What follows belongs to an exercise in optimizing a design on an open flow for small area, a short achievable clock period and few clock cycles per item; a production flow would make more cautious choices.
The RTL was checked by simulation tests, not by an equivalence proof against the original design.

== v31 ==
## convex_polygon_sat_overlap_core
module convex_polygon_sat_overlap_core #(
  parameter int MAX_VERTICES = csat_pkg::MAX_VERTICES_DEF,
  parameter int COORD_BITS   = csat_pkg::COORD_BITS_DEF
) (
  input  logic                            clk_i,
  input  logic                            rst_ni,
  input  logic                            in_valid_i,
  output logic                            in_ready_o,
  input  logic [csat_pkg::CMD_W-1:0]      in_command_i,
  input  logic [csat_pkg::FIELD_W-1:0]    in_vertex_x_i,
  input  logic [csat_pkg::FIELD_W-1:0]    in_vertex_y_i,
  output logic                            out_valid_o,
  input  logic                            out_ready_i,
  output logic                            out_overlap_o,
  output logic [csat_pkg::STATUS_W-1:0]   out_status_o
);
  localparam logic signed [33:0] POS_MAX = {1'b0, {33{1'b1}}};
  localparam logic signed [33:0] NEG_MIN = {1'b1, {33{1'b0}}};
  function automatic logic [3:0] inc_mod(input logic [3:0] x, input logic [4:0] n);
    if (({1'b0, x} + 5'd1) == n) inc_mod = 4'd0;
    else inc_mod = x + 4'd1;
  endfunction
  function automatic logic [3:0] dec_mod(input logic [3:0] x, input logic [4:0] n);
    if (x == 4'd0) dec_mod = 4'(n - 5'd1);
    else dec_mod = x - 4'd1;
  endfunction
  ...
make LEC_CHECK=0 ABC_AREA=1 CAP_MARGIN=20 CORE_MARGIN=2 CORE_UTILIZATION=48 PLACE_DENSITY=0.55 SETUP_SLACK_MARGIN=4 SLEW_MARGIN=20 TNS_END_PERCENT=10 finish   # period 10.0 ns
run.sh (not shown) runs the stock make flow with config.mk's settings and CLKGATE_MAP_FILE= SYNTH_SCRIPT=/design/flow/synth_recipe.tcl, a recipe that flattens the netlist after the stock synthesis.
Testbench counts of v31, summed over its fixed seeds: cycles 18,017, tests 320.
--- input diff v31..v29 ---
- PLACE_DENSITY now 0.5, was 0.55
- ABC_AREA no longer set, was 1
- CORE_UTILIZATION now 40, was 48
==> comparison <==
Status: hold slack parity (v31, v29). v29 vs v31 — final non-filler cell total dropped 10%. As far as H-tree depth goes, v31 and v29 are indistinguishable; the numbers are identical.
Modified inputs, v10 compared to v29
- an added ABC_AREA of 1
- a change of PLACE_DENSITY from 0.5 to 0.62
- a change of CORE_UTILIZATION from 40 to 55
- v10 vs. v29: synthesized cell count up about 23%, placement-stage worst setup slack rose 0.75 ns.
- Summary of the comparison: non-clock buffer total of the final layout is lower in v10, relative to v29.
- Compared with v29, v10 shows via count that has gone up by more than 10%.
- Relative to v29, the via count of the first global-routing pass measured on v10 has increased by a little under 10%.
- Run comparison: v29 commonest non-fill, non-tap cell in the layout sky130_fd_sc_hd__edfxtp_1; v10 commonest non-fill, non-tap cell in the layout sky130_fd_sc_hd__nand2_1
diff inputs: v10 => v4
- a change of PLACE_DENSITY from 0.62 to 0.5
- a change of CORE_UTILIZATION from 55 to 40
Notes after the runs:
- v4 completed; timing, DRC and antenna clean
- v4 vs v10: placed cell count up in v4
- Re relative area of clock buffers and inverters in the final design: v10 and v4 aren't equal, and the higher value belongs to v4.
- In v4 the met2 track demand over resource in global routing turned out 14 points lower than in v10.
- Between v4 and v10, it is v4 whose signed area change from the synthesized netlist to the final layout is higher, by 2.4 points.
- Re sink count of the clock tree: no difference whatsoever between v4 and v10.
For v53, these inputs were changed with respect to v4:
- swapping 0.5 for 0.55 in PLACE_DENSITY
- clearing ABC_AREA, which used to be 1
- swapping 40 for 48 in CORE_UTILIZATION
==> summary.txt <==
In the flow results for v53 and v4, the die boundary height is larger on v4. v4 and v53 ended up with roughly the same xor and xnor fraction of the mapped netlist area. [compare] base=v4 new=v53: arithmetic-cell share of the synthesized area counting full adders, half adders and majority gates went up 0.45 points; count of clock-buffer cells in the layout went down 14%; synthesized cell count went down 19%. Compared with v4, v53 shows a achievable clock frequency that is about 2.7% lower.
diff inputs: v53 => v59
- swapping 0.55 for 0.5 in PLACE_DENSITY
- putting ABC_AREA at 1 where nothing was set
- swapping 48 for 45 in CORE_UTILIZATION
Findings:
- For v53, the slowest library cell on the worst path was sky130_fd_sc_hd__or4b_1, unlike v59, where it was sky130_fd_sc_hd__clkinv_2.
- In v59, the filler cell count came out about 20% above the value in v53.
- Final-layout clock-cell area share: v59 vs v53, no meaningful difference
- Summary: with v53 as the reference, initial antenna violation count in v59 moved down by more than 10%.
- v53 -> v59: number of clock-tree buffers in the layout increased by more than 10%
- Final critical delay including setup and external delays improves in v59 relative to v53.

[port drivers added, routing unchanged]
The flow's constraints put no driver on any port. The routed layouts listed below were extracted and timed again, unchanged, in two steps.
Step 1, drivers: a clkbuf_16 drives clk_i and a buf_2 each remaining input, both assumed.
Step 2 adds t to the input delays and takes it off the output delays; t is the mean of the earliest and latest rising clock arrival at the registers after step 1. Input paths then give back, and output paths get back, about the clock's delay inside the block.
Three values: no drivers, after step 1, after step 2; two values: the first two.
run | t, ns | slack for setup (ns) | worst setup path after step 2 | worst register clock-pin slew, ns | pins driven straight from the clock port
v31 | 1.019 | 3.780 / 3.780 / 3.780 | register to register | 0.08 / 0.08 | 1
v29 | 1.003 | 3.540 / 3.540 / 3.540 | register to register | 0.09 / 0.09 | 1
v10 | 0.980 | 3.806 / 3.806 / 3.806 | register to register | 0.07 / 0.07 | 1
v4 | 1.009 | 3.773 / 3.773 / 3.773 | register to register | 0.07 / 0.07 | 1
v53 | 0.961 | 3.601 / 3.601 / 3.601 | register to register | 0.07 / 0.07 | 1
v59 | 1.001 | 3.679 / 3.679 / 3.679 | register to register | 0.07 / 0.07 | 1
After both steps every run listed still meets setup and hold.
